From an optimization exercise on the open Yosys and OpenROAD flow, aimed at a short achievable clock period and few clock cycles per item; shortcuts taken in it are not production practice.
Function was checked by simulation only, so behaviour that the tests miss may differ from the original.
Power is estimated from default activity; no workload was simulated.

## exec_stage
module exec_stage #(
    parameter int W = 32
) (
    input  logic         clk,
    input  logic         rst,
    input  logic         in_valid,
    output logic         in_ready,
    input  logic         flush,
    input  logic [3:0]   opcode,
    input  logic [W-1:0] oprand1,
    input  logic [W-1:0] oprand2,
    input  logic [3:0]   rd_addr,
    input  logic         set_flags,
    input  logic         carry_in,
    input  logic [3:0]   nzcv_in,
    output logic         out_valid,
    output logic [W-1:0] result,
    output logic [3:0]   wb_addr,
    output logic         wb_en,
    output logic [3:0]   nzcv_out,
    output logic         flags_en,
    output logic         undef
);
Size: roughly 9500 cells after synthesis, ~130 I/O pins, ~110000 µm² of cells after synthesis.
==> flow/config.mk <==
export PLATFORM = sky130hd
export DESIGN_NAME = exec_stage
export DESIGN_NICKNAME = exec_stage
export VERILOG_FILES = /design/flow/design.v
export SDC_FILE = /design/flow/constraint.sdc
export NUM_CORES = 4
export LEC_CHECK = 0
export CAP_MARGIN = 20
export CORE_MARGIN = 2
export CORE_UTILIZATION = 60
export CTS_CLUSTER_DIAMETER = 80
export CTS_CLUSTER_SIZE = 25
export SLEW_MARGIN = 20
==> flow/constraint.sdc <==
create_clock -name core_clock -period 11.0 [get_ports {clk}]
set_input_delay 2.2000 -clock core_clock [delete_from_list [all_inputs] [get_ports {clk}]]
set_output_delay 2.2000 -clock core_clock [all_outputs]
set_load 0.01 [all_outputs]
standard.sh (not shown) runs the stock make flow with config.mk's settings and CLKGATE_MAP_FILE= SYNTH_SCRIPT=/design/flow/synth_recipe.tcl, a recipe that flattens the netlist after the stock synthesis.
==> flow/flow/run.sh <==
#!/bin/bash
# Own flow: the standard layout (standard.sh: the standard synthesis,
# floorplan, placement, CTS and routing, unchanged) with a larger setup margin
# for ORFS's timing repair, so that repair_timing keeps improving paths that
# already meet the 11 ns clock, and without gate cloning in that repair.
# The constraints (constraint.sdc) are untouched.
set -euo pipefail
MARGIN=$(cat flow/margin)
bash standard.sh SETUP_SLACK_MARGIN="$MARGIN" SKIP_GATE_CLONING=1 finish > standard_flow.log 2>&1
==> flow/flow/margin <==
7.8
Testbench counts at the start, summed over its fixed seeds: cycles 16,302, items 16,000.
Change:
--- a/flow/design.v
+++ b/flow/design.v
@@ -3769,33 +3769,35 @@
     output logic         undef
 );
     localparam int NST   = 34;    
     localparam int MERGE = 6;     
     localparam int NDIV  = 6;     
     localparam int UW    = $clog2(NDIV);
     logic         rdy_q;
+    logic         full_q;
     logic         rdy_nx;
     logic         s0_v;
     logic [3:0]   s0_op;
     logic [W-1:0] s0_a;
     logic [W-1:0] s0_b;
     logic [3:0]   s0_rd;
     logic         s0_s;
     logic         s0_cin;
     logic [3:0]   s0_nz;
     assign in_ready = rdy_q;
     always_ff @(posedge clk or negedge rst) begin
         if (!rst) begin
-            s0_v  <= 1'b0;
+            s0_v <= 1'b0;
         end else begin
-            s0_v  <= in_valid && rdy_q && !flush;
+            s0_v <= in_valid && !full_q && !flush;
         end
     end
     always_ff @(posedge clk) begin
-        rdy_q <= rdy_nx;
+        rdy_q  <= rdy_nx;
+        full_q <= !rdy_nx;
     end
     always_ff @(posedge clk) begin
         s0_op  <= opcode;
         s0_a   <= oprand1;
         s0_b   <= oprand2;
         s0_rd  <= rd_addr;
         s0_s   <= set_flags;
@@ -3989,15 +3991,15 @@
                 n_ge[j] = n_ge[j] || (n_ge[j-1] && (u_long[i] || u_go[i]));
             end
         end
     end
     assign room3   = !n_ge[NDIV-2];
     assign room2   = n_ge[NDIV-2] && !n_ge[NDIV-1];
     assign room1   = n_ge[NDIV-1] && !n_ge[NDIV];
-    assign acc_div = in_valid && rdy_q && (opcode == arm_pkg::OP_UDIV);
+    assign acc_div = in_valid && !full_q && (opcode == arm_pkg::OP_UDIV);
     assign rdy_nx  = flush || room3 || (room2 && !(alloc && acc_div)) ||
                      (room1 && !alloc && !acc_div);
     logic          m_v   [1:NST];
     logic          m_div [1:NST];
     logic [UW-1:0] m_u   [1:NST];
     logic [3:0]    m_rd  [1:NST];
     logic          m_wb  [1:NST];
Outcome: The new run completed without violations; die area stays flat; global-route usage decreases by 0.63 points; core utilization came out higher by 0.31 points; sequential power hardly moves; via count rose by about 0.4%.
Testbench counts after the change, summed over its fixed seeds: cycles 16,302, items 16,000.


exec_stage, a different RTL version from the one above (not shown whole).
Size: ~9,500 cells after synthesis, ~2,900 flip-flops, roughly 110,000 um2 of cells after synthesis.
==> flow/config.mk <==
export PLATFORM = sky130hd
export DESIGN_NAME = exec_stage
export DESIGN_NICKNAME = exec_stage
export VERILOG_FILES = /design/flow/design.v
export SDC_FILE = /design/flow/constraint.sdc
export NUM_CORES = 4
export LEC_CHECK = 0
export CAP_MARGIN = 20
export CORE_MARGIN = 2
export CORE_UTILIZATION = 60
export CTS_CLUSTER_DIAMETER = 80
export CTS_CLUSTER_SIZE = 25
export SLEW_MARGIN = 20
==> flow/constraint.sdc <==
create_clock -name core_clock -period 11.0 [get_ports {clk}]
set_input_delay 2.2000 -clock core_clock [delete_from_list [all_inputs] [get_ports {clk}]]
set_output_delay 2.2000 -clock core_clock [all_outputs]
set_load 0.01 [all_outputs]
Scripts as last shown in full above: flow/flow/run.sh, flow/flow/margin
Testbench counts at the start, summed over its fixed seeds: cycles 16,302, items 16,000.
Next try:
--- a/flow/design.v
+++ b/flow/design.v
@@ -3765,46 +3765,45 @@
     output logic [3:0]   wb_addr,
     output logic         wb_en,
     output logic [3:0]   nzcv_out,
     output logic         flags_en,
     output logic         undef
 );
     localparam int NST   = 34;    
     localparam int MERGE = 6;     
     localparam int NDIV  = 6;     
     localparam int UW    = $clog2(NDIV);
     logic         rdy_q;
-    logic         rdy_i;
+    logic         full_q;
     logic         rdy_nx;
     logic         s0_v;
     logic [3:0]   s0_op;
     logic [W-1:0] s0_a;
     logic [W-1:0] s0_b;
     logic [3:0]   s0_rd;
     logic         s0_s;
     logic         s0_cin;
     logic [3:0]   s0_nz;
     assign in_ready = rdy_q;
     always_ff @(posedge clk or negedge rst) begin
         if (!rst) begin
-            s0_v  <= 1'b0;
-            rdy_i <= 1'b1;
+            s0_v   <= 1'b0;
+            rdy_q  <= 1'b1;
+            full_q <= 1'b0;
         end else begin
-            s0_v  <= in_valid && rdy_i && !flush;
-            rdy_i <= rdy_nx;
+            s0_v   <= in_valid && !full_q && !flush;
+            rdy_q  <= rdy_nx;
+            full_q <= !rdy_nx;
         end
     end
     always_ff @(posedge clk) begin
-        rdy_q <= rdy_nx;
-    end
-    always_ff @(posedge clk) begin
         s0_op  <= opcode;
         s0_a   <= oprand1;
         s0_b   <= oprand2;
         s0_rd  <= rd_addr;
         s0_s   <= set_flags;
         s0_cin <= carry_in;
         s0_nz  <= nzcv_in;
     end
     arm_pkg::opcode_e op;
     logic [W-1:0] add_x;
     logic [W-1:0] add_y;
@@ -3988,23 +3987,23 @@
         n_ge    = '0;
         n_ge[0] = 1'b1;
         for (int i = 0; i < NDIV; i++) begin
             for (int j = NDIV; j >= 1; j--) begin
                 n_ge[j] = n_ge[j] || (n_ge[j-1] && (u_long[i] || u_go[i]));
             end
         end
     end
     assign room3   = !n_ge[NDIV-2];
     assign room2   = n_ge[NDIV-2] && !n_ge[NDIV-1];
     assign room1   = n_ge[NDIV-1] && !n_ge[NDIV];
-    assign acc_div = in_valid && rdy_i && (opcode == arm_pkg::OP_UDIV);
+    assign acc_div = in_valid && !full_q && (opcode == arm_pkg::OP_UDIV);
     assign rdy_nx  = flush || room3 || (room2 && !(alloc && acc_div)) ||
                      (room1 && !alloc && !acc_div);
     logic          m_v   [1:NST];
     logic          m_div [1:NST];
     logic [UW-1:0] m_u   [1:NST];
     logic [3:0]    m_rd  [1:NST];
     logic          m_wb  [1:NST];
     logic          m_fe  [1:NST];
     logic [3:0]    m_nz  [1:NST];    
     logic [W-1:0]  m_q   [MERGE:NST];
     always_ff @(posedge clk or negedge rst) begin
Fmax came out lower by 4.3%; global-route usage falls by 0.13 points; utilization went down by 0.76 points; synthesized cell count barely changes; final cell count hardly moves; area after synthesis is higher by 0.49%; wire length is about the same; first-iteration DRC count went up by 12%; setup slack loses 0.16 ns; total power decreases by 1.1%.
Testbench counts after the change, summed over its fixed seeds: cycles 16,302, items 16,000.

[separate check: timing with driven ports]
In the flow no input, the clock included, has a driving cell. The finished layouts below were timed again as built, in two steps.
Step 1, drivers: a clkbuf_16 drives clk and a buf_2 each remaining input, both assumed.
Step 2 moves the port delays by t, midway between the first and last clock arrival at a register: inputs arrive t later, outputs are due t later. That takes back most of the time a late clock gives input paths.
Slacks: ideal / step 1 / step 2; pairs: ideal / step 1.
run | t (ns) | setup WS [ns] | worst setup path at the end | worst register clock-pin slew, ns | worst data-port slew with drivers (ns)
the first run of note 1 | 0.899 | 7.434 / 7.349 / 6.986 | input to register | 0.10 / 0.10 | 0.13
the second run of note 1 | 0.913 | 7.461 / 7.376 / 7.065 | input to register | 0.10 / 0.10 | 0.11
the first run of note 2 | 0.933 | 7.468 / 7.377 / 6.947 | input to register | 0.11 / 0.11 | 0.08
the second run of note 2 | 0.913 | 7.308 / 7.217 / 6.997 | input to register | 0.10 / 0.10 | 0.05
After both steps setup and hold are still met in every run listed. The setup slack of the first run of note 2, which loses most, moves by -0.091 ns with the drivers and by -0.521 ns with both steps.
